This is an optimization exercise on Yosys and OpenROAD, whose aim is small area, not a production implementation. At most, simulation tests tie the RTL to the original design; equivalence was not proved. No activity file was given, so power comes from the tool's default toggle rates.

==> inputs of run G <==
## vga_scene_renderer
module vga_scene_renderer #(
    parameter int          NUM_RECTS    = 16,
    parameter int          COORD_W      = 10,
    parameter int          CEIL_Y       = 75,
    parameter int          FADE_SHIFT   = 3,
    parameter logic [23:0] BG_COLOR     = vga_scene_pkg::LIGHT_GRAY,
    parameter logic [23:0] PLAYER_COLOR = 24'h0000FF
) (
    input  logic                         clk,
    input  logic                         rst,
    input  logic [COORD_W-1:0]           x,
    input  logic [COORD_W-1:0]           y,
    input  logic                         active_pixels,
    input  logic                         frame_start,
    input  logic [COORD_W-1:0]           player_x,
    input  logic [COORD_W-1:0]           player_y,
    input  logic [COORD_W-1:0]           lava_x,
    input  logic [COORD_W-1:0]           lava_height,
    input  logic [2:0]                   game_state,
    input  logic                         wr_en,
    input  logic [$clog2(NUM_RECTS)-1:0] wr_idx,
    input  logic [COORD_W-1:0]           wr_x0,
    input  logic [COORD_W-1:0]           wr_x1,
    input  logic [COORD_W-1:0]           wr_y0,
    input  logic [COORD_W-1:0]           wr_y1,
    input  logic [23:0]                  wr_color,
    input  logic                         wr_valid,
    input  logic                         clear_all,
    output logic [7:0]                   VGA_R,
    output logic [7:0]                   VGA_G,
    output logic [7:0]                   VGA_B,
    output logic                         out_active
);
==> module vga_tint_fade, before the edit <==
module vga_tint_fade #(
    parameter int FADE_SHIFT = 3
) (
    input  logic        clk,
    input  logic        rst,
    input  logic        frame_start,
    input  logic [2:0]  game_state,
    input  logic [23:0] base_color,
    output logic [23:0] tint_color
);
    logic       fading_q, fading_d;
    logic [3:0] level_q, level_d;
    logic       win_q, win_d;       
    logic       gs_win, gs_end;
    assign gs_win = (game_state == GS_WIN);
    assign gs_end = (game_state == GS_GAME_OVER) || gs_win;
    always_ff @(posedge clk) begin
        if (rst) begin
            fading_q <= 1'b0;
            level_q  <= '0;
            win_q    <= 1'b0;
        end else begin
            fading_q <= fading_d;
            level_q  <= level_d;
            win_q    <= win_d;
        end
    end
    always_comb begin
        fading_d = fading_q;
        level_d  = level_q;
        win_d    = win_q;
        if (!gs_end) begin
            fading_d = 1'b0;
            level_d  = '0;
        end else if (fading_q && (gs_win != win_q)) begin
            level_d  = '0;
            win_d    = gs_win;
        end else if (frame_start) begin
            if (!fading_q) begin
                fading_d = 1'b1;
                level_d  = '0;
                win_d    = gs_win;
            end else if (!level_q[3]) begin
                level_d  = level_q + 4'd1;
            end
        end
    end
    function automatic logic [8:0] add8(input logic [7:0] a, input logic [7:0] b, input logic cin);
        logic c;
        c = cin;
        for (int i = 0; i < 8; i++) begin
            add8[i] = a[i] ^ b[i] ^ c;
            c = (a[i] & b[i]) | ((a[i] | b[i]) & c);
        end
        add8[8] = c;
    endfunction
    function automatic logic [7:0] halve_blend(input logic [7:0] b, input logic [3:0] k);
        logic [10:0] a, p0, p1, p2, s1, s2, s3;
        logic       c;
        a  = {2'b0, b[7:1], b[0] & k[2], b[0] & k[1], b[0] & k[0]};
        p0 = {4'b0, b[7:1] & {7{k[0]}}};
        p1 = {3'b0, b[7:1] & {7{k[1]}}, 1'b0};
        p2 = {2'b0, b[7:1] & {7{k[2]}}, 2'b0};
        c = 1'b0;
        for (int i = 0; i < 11; i++) begin
            s1[i] = p0[i] ^ p1[i] ^ c;
            c = (p0[i] & p1[i]) | ((p0[i] | p1[i]) & c);
        end
        c = 1'b0;
        for (int i = 0; i < 11; i++) begin
            s2[i] = s1[i] ^ p2[i] ^ c;
            c = (s1[i] & p2[i]) | ((s1[i] | p2[i]) & c);
        end
        c = 1'b0;
        for (int i = 0; i < 11; i++) begin
            s3[i] = s2[i] ^ a[i] ^ c;
            c = (s2[i] & a[i]) | ((s2[i] | a[i]) & c);
        end
        halve_blend = k[3] ? b : s3[10:3];
    endfunction
    logic [7:0] r_b, g_b, b_b;
    logic [7:0] r_o, g_o, b_o;
    logic [3:0] k_lvl;
    logic [1:0] r_k;
    logic [7:0] r_add, g_add;
    logic [8:0] r_s, g_s;
    assign r_b = base_color[23:16];
    assign g_b = base_color[15:8];
    assign b_b = base_color[7:0];
    assign k_lvl = 4'd8 - level_q;
    assign r_k   = win_q ? {~r_b[5], ~r_b[4]} : {~r_b[6], ~r_b[5]};
    always_comb begin
        logic [5:0] kl;
        kl    = (r_k[0] ? {2'b0, level_q} : 6'd0) + (r_k[1] ? {1'b0, level_q, 1'b0} : 6'd0);
        r_add = win_q ? {1'b0, kl, 1'b0} : {kl, 2'b0};
    end
    assign r_s   = add8(r_b, r_add, 1'b0);
    assign r_o   = r_s[7:0];
    assign g_add = g_b[5] ? 8'd0 : {2'b0, level_q, 2'b0};
    assign g_s   = add8(g_b, g_add, 1'b0);
    assign g_o   = win_q ? g_s[7:0] : halve_blend(g_b, k_lvl);
    assign b_o   = win_q ? b_b : halve_blend(b_b, k_lvl);
    assign tint_color = {r_o, g_o, b_o};
endmodule
clock: 8.0 ns
lec_check: 0
cap_margin: 20
core_margin: 2
core_utilization: 70
place_density: 0.8
slew_margin: 20
standard.sh (not shown) runs the stock make flow with config.mk's settings and CLKGATE_MAP_FILE= SYNTH_SCRIPT=/design/flow/synth_recipe.tcl, a recipe that flattens the netlist after the stock synthesis.
==> flow/flow/run.sh <==
#!/bin/bash
# Layout flow: the standard ORFS flow with three changes.
#  1. Synthesis maps the logic with an area-oriented ABC script (flow/abc_map.script);
#     everything else in synthesis, including the flip-flop mapping, is unchanged.
#  2. Ports are buffered with sky130_fd_sc_hd__buf_1 instead of the default pick.
#  3. Clock tree synthesis uses small clock buffers and no dummy loads.
# Each tool's full output stays in orfs/logs/; make's output goes to flow_make.log.
set -euo pipefail
W=$(pwd)
HERE=$(cd "$(dirname "$0")" && pwd)

rm -rf "$W/orfs_scripts"
cp -r "$FLOW_HOME/scripts" "$W/orfs_scripts"
cp "$HERE/abc_map.script" "$W/orfs_scripts/abc_speed.script"

export SCRIPTS_DIR="$W/orfs_scripts"
export BUFFER_PORTS_ARGS="-buffer_cell sky130_fd_sc_hd__buf_1"
export CTS_ARGS="-sink_clustering_enable -sink_clustering_size 14 -sink_clustering_max_diameter 60 -repair_clock_nets -dont_use_dummy_load -buf_list {sky130_fd_sc_hd__clkbuf_4 sky130_fd_sc_hd__clkbuf_8}"

bash standard.sh finish > "$W/flow_make.log" 2>&1
==> flow/flow/abc_map.script <==
strash
&get -n
&fraig -x
&put
scorr
dc2
strash
&get -n
&dch -f
&nf -a
&put
strash
&get -n
&dch -f
&nf -a
&put
==> inputs of run Y, as changes to run G <==
--- a/flow/flow/run.sh
+++ b/flow/flow/run.sh
@@ -17,3 +17,3 @@
 export BUFFER_PORTS_ARGS="-buffer_cell sky130_fd_sc_hd__buf_1"
-export CTS_ARGS="-sink_clustering_enable -sink_clustering_size 14 -sink_clustering_max_diameter 60 -repair_clock_nets -dont_use_dummy_load -buf_list {sky130_fd_sc_hd__clkbuf_4 sky130_fd_sc_hd__clkbuf_8}"
+export CTS_ARGS="-sink_clustering_enable -sink_clustering_size 30 -sink_clustering_max_diameter 60 -repair_clock_nets -dont_use_dummy_load -buf_list {sky130_fd_sc_hd__clkbuf_8 sky130_fd_sc_hd__clkbuf_16}"
 
--- a/flow/config.mk
+++ b/flow/config.mk
@@ -9,4 +9,4 @@
 export CORE_MARGIN = 2
-export CORE_UTILIZATION = 70
-export PLACE_DENSITY = 0.8
+export CORE_UTILIZATION = 60
+export PLACE_DENSITY = 0.75
 export SLEW_MARGIN = 20
==> inputs of run Z, as changes to run G <==
--- a/flow/design.v
+++ b/flow/design.v
@@ -86,24 +86,16 @@
     function automatic logic [7:0] halve_blend(input logic [7:0] b, input logic [3:0] k);
-        logic [10:0] a, p0, p1, p2, s1, s2, s3;
-        logic       c;
-        a  = {2'b0, b[7:1], b[0] & k[2], b[0] & k[1], b[0] & k[0]};
-        p0 = {4'b0, b[7:1] & {7{k[0]}}};
-        p1 = {3'b0, b[7:1] & {7{k[1]}}, 1'b0};
-        p2 = {2'b0, b[7:1] & {7{k[2]}}, 2'b0};
-        c = 1'b0;
-        for (int i = 0; i < 11; i++) begin
-            s1[i] = p0[i] ^ p1[i] ^ c;
-            c = (p0[i] & p1[i]) | ((p0[i] | p1[i]) & c);
-        end
-        c = 1'b0;
-        for (int i = 0; i < 11; i++) begin
-            s2[i] = s1[i] ^ p2[i] ^ c;
-            c = (s1[i] & p2[i]) | ((s1[i] | p2[i]) & c);
-        end
-        c = 1'b0;
-        for (int i = 0; i < 11; i++) begin
-            s3[i] = s2[i] ^ a[i] ^ c;
-            c = (s2[i] & a[i]) | ((s2[i] | a[i]) & c);
-        end
-        halve_blend = k[3] ? b : s3[10:3];
+        logic [7:0] m, h, p0, p1, s1, p2, s2;
+        logic [8:0] t;
+        m  = {1'b0, b[7:1]};
+        t  = add8(m, 8'd0, b[0]);
+        h  = t[7:0];                                      
+        p0 = k[0] ? h : 8'd0;                             
+        p1 = k[1] ? h : 8'd0;                             
+        p2 = k[2] ? h : 8'd0;                             
+        t  = add8({1'b0, p0[7:1]}, p1, 1'b0);
+        s1 = t[7:0];                                      
+        t  = add8({1'b0, s1[7:1]}, p2, 1'b0);
+        s2 = t[7:0];                                      
+        t  = add8(m, k[3] ? h : {1'b0, s2[7:1]}, 1'b0);
+        halve_blend = t[7:0];
     endfunction
==> flow/run.sh (new file) <==
#!/bin/bash
# synth_recipe.tcl (not shown) runs the flow's synth.tcl, then flattens the netlist and writes it again
# the make line also repeats each setting of config.mk as NAME=value (left out here)
make -C /OpenROAD-flow-scripts/flow DESIGN_CONFIG=/design/flow/config.mk WORK_HOME=/design/flow/orfs CLKGATE_MAP_FILE= SYNTH_SCRIPT=/design/flow/synth_recipe.tcl finish
--- a/flow/config.mk
+++ b/flow/config.mk
@@ -9,4 +9,4 @@
 export CORE_MARGIN = 2
-export CORE_UTILIZATION = 70
-export PLACE_DENSITY = 0.8
+export CORE_UTILIZATION = 40
+export CTS_BUF_LIST = sky130_fd_sc_hd__clkbuf_4 sky130_fd_sc_hd__clkbuf_8
 export SLEW_MARGIN = 20
removed: flow/flow/run.sh
removed: flow/flow/abc_map.script
removed: flow/standard.sh
==> qor summary <==
quantity	run Y	run Z	run G
Met3 wire length	12300 µm	10500 µm	14400 µm
Cell chosen for the clock root	sky130_fd_sc_hd__clkbuf_16	sky130_fd_sc_hd__clkbuf_8	sky130_fd_sc_hd__clkbuf_8
Number of unique standard cell types used by synthesis	54	89	54
Slowest cell on crit path	sky130_fd_sc_hd__ha_1	sky130_fd_sc_hd__clkdlybuf4s50_1	sky130_fd_sc_hd__ha_1
Maximum number of pins on one net before global-route repair	66	58	57
Power share of the clock group	0.299	0.402	0.275
Share of the final layout cell area in sequential cells	0.673	0.597	0.678
Row cnt	99	126	92
Cells after Synth	2844	3355	2844
Cell area after synthesis	0.0445 mm²	0.0478 mm²	0.0445 mm²
Result of the run	no timing/DRC/antenna violations	no timing/DRC/antenna violations	no timing/DRC/antenna violations
Max-Slew Margin vs Limit	0.219	0.252	0.260
Sw power	2140 µW	2760 µW	2160 µW
Crit path setup slack, layout	1050 ps	1070 ps	1110 ps
Met2 GRT Util	0.502	0.379	0.586
Width of the die	276 µm	350 µm	256 µm
Clk. pwr	3010 µW	4830 µW	2690 µW
Endpoint required time on the critical path	8520 ps	8740 ps	8590 ps
Worst setup slack after placement	476 ps	239 ps	501 ps
Power density cells	208 mW/mm²	220 mW/mm²	203 mW/mm²
Upper clock frequency limit	144 MHz	144 MHz	145 MHz
Count of inserted antenna diode cells	11	6	6
Tap cells	959	1536	846

========
==> inputs of trial 70 <==
==> flow/design.v <==
package vga_scene_pkg;
    localparam logic [2:0] GS_RUNNING   = 3'd0;
    localparam logic [2:0] GS_GAME_OVER = 3'd1;
    localparam logic [2:0] GS_WIN       = 3'd2;
    localparam logic [23:0] LIGHT_GRAY      = 24'hC0C0C0;
    localparam logic [23:0] DARK_GRAY       = 24'h404040;
    localparam logic [23:0] LAVA_RED        = 24'hFF0000;
    localparam logic [23:0] GOLD            = 24'hFFD700;
    localparam logic [23:0] GRASS_GREEN     = 24'h3CB043;
    localparam logic [23:0] LAVA_WALL_COLOR = 24'hFF4500;
    localparam int LAVA_WIDTH  = 40;
    localparam int SCREEN_H    = 480;
    localparam int SPRITE_SIZE = 16;
    localparam int MAX_COORD_W = 16;
    typedef struct packed {
        logic                   valid;
        logic [MAX_COORD_W-1:0] x0;
        logic [MAX_COORD_W-1:0] x1;
        logic [MAX_COORD_W-1:0] y0;
        logic [MAX_COORD_W-1:0] y1;
        logic [23:0]            color;
    } rect_t;
    typedef enum logic [1:0] {
        FADE_IDLE   = 2'd0,
        FADE_FADING = 2'd1,
        FADE_HELD   = 2'd2
    } fade_state_e;
endpackage
import vga_scene_pkg::*;
module vga_tint_fade #(
    parameter int FADE_SHIFT = 3
) (
    input  logic        clk,
    input  logic        rst,
    input  logic        frame_start,
    input  logic [2:0]  game_state,
    input  logic [23:0] base_color,
    output logic [23:0] tint_color
);
    logic       fading_q, fading_d;
    logic [3:0] level_q, level_d;
    logic       win_q, win_d;       
    logic       gs_win, gs_end;
    assign gs_win = (game_state == GS_WIN);
    assign gs_end = (game_state == GS_GAME_OVER) || gs_win;
    always_ff @(posedge clk) begin
        if (rst) begin
            fading_q <= 1'b0;
            level_q  <= '0;
            win_q    <= 1'b0;
        end else begin
            fading_q <= fading_d;
            level_q  <= level_d;
            win_q    <= win_d;
        end
    end
    always_comb begin
        fading_d = fading_q;
        level_d  = level_q;
        win_d    = win_q;
        if (!gs_end) begin
            fading_d = 1'b0;
            level_d  = '0;
        end else if (fading_q && (gs_win != win_q)) begin
            level_d  = '0;
            win_d    = gs_win;
        end else if (frame_start) begin
            if (!fading_q) begin
                fading_d = 1'b1;
                level_d  = '0;
                win_d    = gs_win;
            end else if (!level_q[3]) begin
                level_d  = level_q + 4'd1;
            end
        end
    end
    logic [7:0] r_b, g_b, b_b;
    logic [7:0] r_o, g_o, b_o;
    logic [1:0] r_k;
    logic [4:0] r_kl;
    assign r_b = base_color[23:16];
    assign g_b = base_color[15:8];
    assign b_b = base_color[7:0];
    function automatic logic [7:0] halve_blend(input logic [7:0] b, input logic [3:0] lvl);
        logic [7:0]  c;
        logic [11:0] p;
        c = 8'(({1'b0, b} + 9'd1) >> 1);
        p = 12'(c) * 12'(lvl) + 12'd7;
        halve_blend = b - 8'(p >> 3);
    endfunction
    assign r_k  = win_q ? {~r_b[5], ~r_b[4]} : {~r_b[6], ~r_b[5]};
    assign r_kl = 5'(r_k) * 5'(level_q);
    assign r_o  = r_b + (win_q ? {2'b0, r_kl, 1'b0} : {1'b0, r_kl, 2'b0});
    assign g_o  = win_q ? (g_b + (g_b[5] ? 8'd0 : {2'b0, level_q, 2'b0}))
                        : halve_blend(g_b, level_q);
    assign b_o  = win_q ? b_b : halve_blend(b_b, level_q);
    assign tint_color = {r_o, g_o, b_o};
endmodule
import vga_scene_pkg::*;
module vga_scene_renderer #(
    parameter int          NUM_RECTS    = 16,
    parameter int          COORD_W      = 10,
    parameter int          CEIL_Y       = 75,
    parameter int          FADE_SHIFT   = 3,
    parameter logic [23:0] BG_COLOR     = vga_scene_pkg::LIGHT_GRAY,
    parameter logic [23:0] PLAYER_COLOR = 24'h0000FF
) (
    input  logic                         clk,
    input  logic                         rst,
    input  logic [COORD_W-1:0]           x,
    input  logic [COORD_W-1:0]           y,
    input  logic                         active_pixels,
    input  logic                         frame_start,
    input  logic [COORD_W-1:0]           player_x,
    input  logic [COORD_W-1:0]           player_y,
    input  logic [COORD_W-1:0]           lava_x,
    input  logic [COORD_W-1:0]           lava_height,
    input  logic [2:0]                   game_state,
    input  logic                         wr_en,
    input  logic [$clog2(NUM_RECTS)-1:0] wr_idx,
    input  logic [COORD_W-1:0]           wr_x0,
    input  logic [COORD_W-1:0]           wr_x1,
    input  logic [COORD_W-1:0]           wr_y0,
    input  logic [COORD_W-1:0]           wr_y1,
    input  logic [23:0]                  wr_color,
    input  logic                         wr_valid,
    input  logic                         clear_all,
    output logic [7:0]                   VGA_R,
    output logic [7:0]                   VGA_G,
    output logic [7:0]                   VGA_B,
    output logic                         out_active
);
    function automatic logic ge(input logic [COORD_W-1:0] a, input logic [COORD_W-1:0] b);
        logic c;
        c = 1'b1;
        for (int i = 0; i < COORD_W; i++) begin
            c = (a[i] & ~b[i]) | ((a[i] | ~b[i]) & c);
        end
        ge = c;
    endfunction
    logic [NUM_RECTS-1:0] rq_valid;
    logic [COORD_W-1:0]   rq_x0    [NUM_RECTS];
    logic [COORD_W-1:0]   rq_x1    [NUM_RECTS];
    logic [COORD_W-1:0]   rq_y0    [NUM_RECTS];
    logic [COORD_W-1:0]   rq_y1    [NUM_RECTS];
    logic [23:0]          rq_color [NUM_RECTS];
    logic [NUM_RECTS-1:0] wsel;
    always_comb begin
        for (int i = 0; i < NUM_RECTS; i++) begin
            wsel[i] = wr_en && !clear_all && (wr_idx == i);
        end
    end
    always_ff @(posedge clk) begin
        for (int i = 0; i < NUM_RECTS; i++) begin
            if (rst || clear_all) begin
                rq_valid[i] <= 1'b0;
            end else if (wsel[i]) begin
                rq_valid[i] <= wr_valid;
            end
        end
    end
    always_ff @(posedge clk) begin
        for (int i = 0; i < NUM_RECTS; i++) begin
            if (wsel[i]) begin
                rq_x0[i]    <= wr_x0;
                rq_x1[i]    <= wr_x1;
                rq_y0[i]    <= wr_y0;
                rq_y1[i]    <= wr_y1;
                rq_color[i] <= wr_color;
            end
        end
    end
    logic [NUM_RECTS-1:0] hit, above, sel_d, sel_q;
    logic                 spr_box, spr_pix, lava, ceil;
    logic                 s_spr_d, s_lava_d, s_none_d, s_bg_d;
    logic                 s_spr_q, s_lava_q, s_none_q, s_bg_q;
    logic                 act1_q;
    logic [COORD_W:0]     dxs, dys, dxl, lava_y_sum;
    always_comb begin
        for (int i = 0; i < NUM_RECTS; i++) begin
            hit[i] = rq_valid[i] &&
                     ge(x, rq_x0[i]) && ge(rq_x1[i], x) &&
                     ge(y, rq_y0[i]) && ge(rq_y1[i], y);
        end
    end
    always_comb begin
        above[NUM_RECTS-1] = 1'b0;
        for (int i = NUM_RECTS - 2; i >= 0; i--) begin
            above[i] = above[i+1] | hit[i+1];
        end
    end
    assign dxs        = {1'b0, x} - {1'b0, player_x};
    assign dys        = {1'b0, y} - {1'b0, player_y};
    assign dxl        = {1'b0, x} - {1'b0, lava_x};
    assign lava_y_sum = {1'b0, y} + {1'b0, lava_height};
    assign spr_box = (dxs[COORD_W:4] == '0) && (dys[COORD_W:4] == '0);
    assign lava    = (dxl < (COORD_W+1)'(LAVA_WIDTH)) &&
                     (lava_y_sum >= (COORD_W+1)'(SCREEN_H));
    assign ceil    = (y < COORD_W'(CEIL_Y));
    function automatic logic sprite_pixel(input logic [3:0] px, input logic [3:0] py);
        logic head;
        logic body;
        logic limbs;
        head  = (px >= 4'd5) && (px <= 4'd10) && (py <= 4'd5);
        body  = ((px == 4'd7) || (px == 4'd8)) && (py >= 4'd6) && (py <= 4'd12);
        limbs = (py >= 4'd8) &&
                (({1'b0, px} == (5'd16 - {1'b0, py})) || (px == (py - 4'd1)));
        sprite_pixel = head || body || limbs;
    endfunction
    assign spr_pix  = spr_box && sprite_pixel(dxs[3:0], dys[3:0]);
    assign s_spr_d  = spr_pix;
    assign s_lava_d = lava && !spr_pix;
    assign s_none_d = !spr_pix && !lava && !(|hit);
    assign s_bg_d   = s_none_d && !ceil;
    always_comb begin
        for (int i = 0; i < NUM_RECTS; i++) begin
            sel_d[i] = hit[i] && !above[i] && !spr_pix && !lava;
        end
    end
    always_ff @(posedge clk) begin
        if (rst) begin
            act1_q <= 1'b0;
        end else begin
            act1_q <= active_pixels;
        end
    end
    always_ff @(posedge clk) begin
        sel_q    <= sel_d;
        s_spr_q  <= s_spr_d;
        s_lava_q <= s_lava_d;
        s_none_q <= s_none_d;
        s_bg_q   <= s_bg_d;
    end
    logic [23:0] rect_c, color_d, color_q;
    logic        act2_q;
    always_comb begin
        rect_c = '0;
        for (int i = 0; i < NUM_RECTS; i++) begin
            rect_c = rect_c | (rq_color[i] & {24{sel_q[i]}});
        end
        color_d = rect_c
                | (PLAYER_COLOR    & {24{s_spr_q}})
                | (LAVA_WALL_COLOR & {24{s_lava_q}})
                | (DARK_GRAY       & {24{s_none_q}})
                | (BG_COLOR        & {24{s_bg_q}});
    end
    always_ff @(posedge clk) begin
        if (rst) begin
            act2_q <= 1'b0;
        end else begin
            act2_q <= act1_q;
        end
    end
    always_ff @(posedge clk) begin
        color_q <= color_d;
    end
    logic [23:0] tint_w;
    logic [23:0] rgb_q;
    logic        act3_q;
    vga_tint_fade #(
        .FADE_SHIFT (FADE_SHIFT)
    ) u_tint (
        .clk         (clk),
        .rst         (rst),
        .frame_start (frame_start),
        .game_state  (game_state),
        .base_color  (color_q),
        .tint_color  (tint_w)
    );
    always_ff @(posedge clk) begin
        if (rst) begin
            rgb_q  <= '0;
            act3_q <= 1'b0;
        end else begin
            rgb_q  <= act2_q ? tint_w : 24'h0;
            act3_q <= act2_q;
        end
    end
    assign VGA_R      = rgb_q[23:16];
    assign VGA_G      = rgb_q[15:8];
    assign VGA_B      = rgb_q[7:0];
    assign out_active = act3_q;
endmodule
==> flow/run.sh <==
#!/bin/bash
# synth_recipe.tcl (not shown) runs the flow's synth.tcl, then flattens the netlist and writes it again
# the make line also repeats each setting of config.mk as NAME=value (left out here)
make -C /OpenROAD-flow-scripts/flow DESIGN_CONFIG=/design/flow/config.mk WORK_HOME=/design/flow/orfs CLKGATE_MAP_FILE= SYNTH_SCRIPT=/design/flow/synth_recipe.tcl finish
==> flow/config.mk <==
export PLATFORM = sky130hd
export DESIGN_NAME = vga_scene_renderer
export DESIGN_NICKNAME = vga_scene_renderer
export VERILOG_FILES = /design/flow/design.v
export SDC_FILE = /design/flow/constraint.sdc
export NUM_CORES = 4
export LEC_CHECK = 0
export CAP_MARGIN = 20
export CORE_MARGIN = 2
export CORE_UTILIZATION = 40
export SLEW_MARGIN = 20
==> flow/constraint.sdc <==
create_clock -name core_clock -period 8.0 [get_ports {clk}]
set_input_delay 1.6000 -clock core_clock [delete_from_list [all_inputs] [get_ports {clk}]]
set_output_delay 1.6000 -clock core_clock [all_outputs]
set_load 0.01 [all_outputs]
==> inputs of build 16, as changes to trial 70 <==
--- a/flow/design.v
+++ b/flow/design.v
@@ -76,6 +76,41 @@
     end
+    function automatic logic [8:0] add8(input logic [7:0] a, input logic [7:0] b, input logic cin);
+        logic c;
+        c = cin;
+        for (int i = 0; i < 8; i++) begin
+            add8[i] = a[i] ^ b[i] ^ c;
+            c = (a[i] & b[i]) | ((a[i] | b[i]) & c);
+        end
+        add8[8] = c;
+    endfunction
+    function automatic logic [7:0] halve_blend(input logic [7:0] b, input logic [3:0] k);
+        logic [10:0] a, p0, p1, p2, s1, s2, s3;
+        logic       c;
+        a  = {2'b0, b[7:1], b[0] & k[2], b[0] & k[1], b[0] & k[0]};
+        p0 = {4'b0, b[7:1] & {7{k[0]}}};
+        p1 = {3'b0, b[7:1] & {7{k[1]}}, 1'b0};
+        p2 = {2'b0, b[7:1] & {7{k[2]}}, 2'b0};
+        c = 1'b0;
+        for (int i = 0; i < 11; i++) begin
+            s1[i] = p0[i] ^ p1[i] ^ c;
+            c = (p0[i] & p1[i]) | ((p0[i] | p1[i]) & c);
+        end
+        c = 1'b0;
+        for (int i = 0; i < 11; i++) begin
+            s2[i] = s1[i] ^ p2[i] ^ c;
+            c = (s1[i] & p2[i]) | ((s1[i] | p2[i]) & c);
+        end
+        c = 1'b0;
+        for (int i = 0; i < 11; i++) begin
+            s3[i] = s2[i] ^ a[i] ^ c;
+            c = (s2[i] & a[i]) | ((s2[i] | a[i]) & c);
+        end
+        halve_blend = k[3] ? b : s3[10:3];
+    endfunction
     logic [7:0] r_b, g_b, b_b;
     logic [7:0] r_o, g_o, b_o;
+    logic [3:0] k_lvl;
     logic [1:0] r_k;
-    logic [4:0] r_kl;
+    logic [7:0] r_add, g_add;
+    logic [8:0] r_s, g_s;
     assign r_b = base_color[23:16];
@@ -83,15 +118,15 @@
     assign b_b = base_color[7:0];
-    function automatic logic [7:0] halve_blend(input logic [7:0] b, input logic [3:0] lvl);
-        logic [7:0]  c;
-        logic [11:0] p;
-        c = 8'(({1'b0, b} + 9'd1) >> 1);
-        p = 12'(c) * 12'(lvl) + 12'd7;
-        halve_blend = b - 8'(p >> 3);
-    endfunction
-    assign r_k  = win_q ? {~r_b[5], ~r_b[4]} : {~r_b[6], ~r_b[5]};
-    assign r_kl = 5'(r_k) * 5'(level_q);
-    assign r_o  = r_b + (win_q ? {2'b0, r_kl, 1'b0} : {1'b0, r_kl, 2'b0});
-    assign g_o  = win_q ? (g_b + (g_b[5] ? 8'd0 : {2'b0, level_q, 2'b0}))
-                        : halve_blend(g_b, level_q);
-    assign b_o  = win_q ? b_b : halve_blend(b_b, level_q);
+    assign k_lvl = 4'd8 - level_q;
+    assign r_k   = win_q ? {~r_b[5], ~r_b[4]} : {~r_b[6], ~r_b[5]};
+    always_comb begin
+        logic [5:0] kl;
+        kl    = (r_k[0] ? {2'b0, level_q} : 6'd0) + (r_k[1] ? {1'b0, level_q, 1'b0} : 6'd0);
+        r_add = win_q ? {1'b0, kl, 1'b0} : {kl, 2'b0};
+    end
+    assign r_s   = add8({1'b0, r_b[6:0]}, {1'b0, r_add[6:0]}, 1'b0);
+    assign r_o   = {r_b[7], r_s[6:0]};
+    assign g_add = g_b[5] ? 8'd0 : {2'b0, level_q, 2'b0};
+    assign g_s   = add8({2'b0, g_b[5:0]}, {2'b0, g_add[5:0]}, 1'b0);
+    assign g_o   = win_q ? {g_b[7:6], g_s[5:0]} : halve_blend(g_b, k_lvl);
+    assign b_o   = halve_blend(b_b, win_q ? 4'd8 : k_lvl);
     assign tint_color = {r_o, g_o, b_o};
@@ -132,3 +167,3 @@
 );
-    function automatic logic ge(input logic [COORD_W-1:0] a, input logic [COORD_W-1:0] b);
+    function automatic logic ge_n(input logic [COORD_W-1:0] a, input logic [COORD_W-1:0] nb);
         logic c;
@@ -136,5 +171,24 @@
         for (int i = 0; i < COORD_W; i++) begin
-            c = (a[i] & ~b[i]) | ((a[i] | ~b[i]) & c);
+            c = (a[i] & nb[i]) | ((a[i] | nb[i]) & c);
+        end
+        ge_n = c;
+    endfunction
+    function automatic logic gt_n(input logic [COORD_W-1:0] a, input logic [COORD_W-1:0] nb);
+        logic c;
+        c = 1'b0;
+        for (int i = 0; i < COORD_W; i++) begin
+            c = (a[i] & nb[i]) | ((a[i] | nb[i]) & c);
+        end
+        gt_n = c;
+    endfunction
+    function automatic logic [COORD_W:0] add_r(input logic [COORD_W-1:0] a,
+                                               input logic [COORD_W-1:0] b,
+                                               input logic cin);
+        logic c;
+        c = cin;
+        for (int i = 0; i < COORD_W; i++) begin
+            add_r[i] = a[i] ^ b[i] ^ c;
+            c = (a[i] & b[i]) | ((a[i] | b[i]) & c);
         end
-        ge = c;
+        add_r[COORD_W] = c;
     endfunction
@@ -164,6 +218,6 @@
             if (wsel[i]) begin
-                rq_x0[i]    <= wr_x0;
-                rq_x1[i]    <= wr_x1;
-                rq_y0[i]    <= wr_y0;
-                rq_y1[i]    <= wr_y1;
+                rq_x0[i]    <= ~wr_x0;
+                rq_x1[i]    <= ~wr_x1;
+                rq_y0[i]    <= ~wr_y0;
+                rq_y1[i]    <= ~wr_y1;
                 rq_color[i] <= wr_color;
@@ -181,4 +235,4 @@
             hit[i] = rq_valid[i] &&
-                     ge(x, rq_x0[i]) && ge(rq_x1[i], x) &&
-                     ge(y, rq_y0[i]) && ge(rq_y1[i], y);
+                     ge_n(x, rq_x0[i]) && !gt_n(x, rq_x1[i]) &&
+                     ge_n(y, rq_y0[i]) && !gt_n(y, rq_y1[i]);
         end
@@ -191,9 +245,12 @@
     end
-    assign dxs        = {1'b0, x} - {1'b0, player_x};
-    assign dys        = {1'b0, y} - {1'b0, player_y};
-    assign dxl        = {1'b0, x} - {1'b0, lava_x};
-    assign lava_y_sum = {1'b0, y} + {1'b0, lava_height};
-    assign spr_box = (dxs[COORD_W:4] == '0) && (dys[COORD_W:4] == '0);
-    assign lava    = (dxl < (COORD_W+1)'(LAVA_WIDTH)) &&
-                     (lava_y_sum >= (COORD_W+1)'(SCREEN_H));
+    assign dxs        = add_r(x, ~player_x, 1'b1);
+    assign dys        = add_r(y, ~player_y, 1'b1);
+    assign dxl        = add_r(x, ~lava_x, 1'b1);
+    assign lava_y_sum = add_r(y, lava_height, 1'b0);
+    assign spr_box = dxs[COORD_W] && (dxs[COORD_W-1:4] == '0) &&
+                     dys[COORD_W] && (dys[COORD_W-1:4] == '0);
+    assign lava    = dxl[COORD_W] && (dxl[COORD_W-1:6] == '0) &&
+                     !(dxl[5] && (dxl[4] || dxl[3])) &&
+                     (lava_y_sum[COORD_W] || lava_y_sum[9] ||
+                      (lava_y_sum[8] && lava_y_sum[7] && lava_y_sum[6] && lava_y_sum[5]));
     assign ceil    = (y < COORD_W'(CEIL_Y));
==> flow/flow/run.sh (new file) <==
#!/bin/bash
# Layout flow: the standard ORFS flow with three changes.
#  1. Synthesis maps the logic with an area-oriented ABC script (flow/abc_map.script);
#     everything else in synthesis, including the flip-flop mapping, is unchanged.
#  2. Ports are buffered with sky130_fd_sc_hd__buf_1 instead of the default pick.
#  3. Clock tree synthesis uses small clock buffers and no dummy loads.
# Each tool's full output stays in orfs/logs/; make's output goes to flow_make.log.
set -euo pipefail
W=$(pwd)
HERE=$(cd "$(dirname "$0")" && pwd)

rm -rf "$W/orfs_scripts"
cp -r "$FLOW_HOME/scripts" "$W/orfs_scripts"
cp "$HERE/abc_map.script" "$W/orfs_scripts/abc_speed.script"

export SCRIPTS_DIR="$W/orfs_scripts"
export BUFFER_PORTS_ARGS="-buffer_cell sky130_fd_sc_hd__buf_1"
export CTS_ARGS="-sink_clustering_enable -sink_clustering_size 16 -sink_clustering_max_diameter 80 -repair_clock_nets -dont_use_dummy_load -buf_list {sky130_fd_sc_hd__clkbuf_4 sky130_fd_sc_hd__clkbuf_8}"

bash standard.sh finish > "$W/flow_make.log" 2>&1
==> flow/flow/abc_map.script (new file) <==
strash
&get -n
&fraig -x
&put
scorr
dc2
strash
&get -n
&dch -f
&nf -a
&put
strash
&get -n
&dch -f
&nf -a
&put
==> flow/standard.sh (new file) <==
#!/bin/bash
# synth_recipe.tcl (not shown) runs the flow's synth.tcl, then flattens the netlist and writes it again
# the make line also repeats each setting of config.mk as NAME=value (left out here)
make -C /OpenROAD-flow-scripts/flow DESIGN_CONFIG=/design/flow/config.mk WORK_HOME=/design/flow/orfs CLKGATE_MAP_FILE= SYNTH_SCRIPT=/design/flow/synth_recipe.tcl "${@:-finish}"
--- a/flow/config.mk
+++ b/flow/config.mk
@@ -9,3 +9,5 @@
 export CORE_MARGIN = 2
-export CORE_UTILIZATION = 40
+export CORE_UTILIZATION = 50
+export GPL_TIMING_DRIVEN = 0
+export PLACE_DENSITY = 0.65
 export SLEW_MARGIN = 20
removed: flow/run.sh
==> metrics.csv <==
metric;value;unit
die_area;90800;um2
stdcell_area;49700;um2
status;complete, no violations;
antenna_cells;3;
grt_max_degree;44;
synthMuxAreaShare;0.249;%
p_per_area;195;nW/um2
seqCellArea;32600;um2
pwr-share-seq;66.7;%
worstPathArrival;8060;ps
the above is filed under build 16

==> metrics.csv <==
metric;value;unit
grt_max_degree;58;
die_area;128000;um2
p_per_area;221;nW/um2
status;complete, no violations;
synthMuxAreaShare;0.390;%
stdcell_area;57600;um2
the above is filed under trial 70

No functional check of the RTL was part of trial 70.

-- afterwards: timing with drivers on the ports --
No port has a modelled driver above. Below, the same layouts with a new extraction and two added sets of constraints.
Step 1: set_driving_cell puts a clkbuf_16 on clk and a buf_2 on each other input, an assumption about the parent block.
Step 2, shift: input delay + t, output delay - t, t = (earliest + latest rising clock arrival at the registers) / 2. This alone moves slack from input paths to output paths.
a / b / c = no drivers / after step 1 / after step 2; a / b = the first two.
| run | shift t [ns] | setup slack, ns | worst setup path after step 2 | slew at the worst register clock pin (ns) |
|---|---|---|---|---|
| run G | 0.748 | 1.106 / 1.106 / 0.551 | input to register | 0.09 / 0.09 |
| run Y | 0.730 | 1.053 / 1.053 / 0.511 | input to register | 0.11 / 0.11 |
| run Z | 0.943 | 1.073 / 1.127 / 0.184 | input to register | 0.07 / 0.07 |
| trial 70 | 0.757 | 1.963 / 1.963 / 1.607 | input to register | 0.07 / 0.07 |
| build 16 | 0.754 | 0.512 / 0.512 / 0.372 | input to register | 0.11 / 0.11 |
After both steps every run listed still meets setup and hold. The setup slack of run Z, which loses most, moves by +0.054 ns with the drivers and by -0.889 ns with both steps.
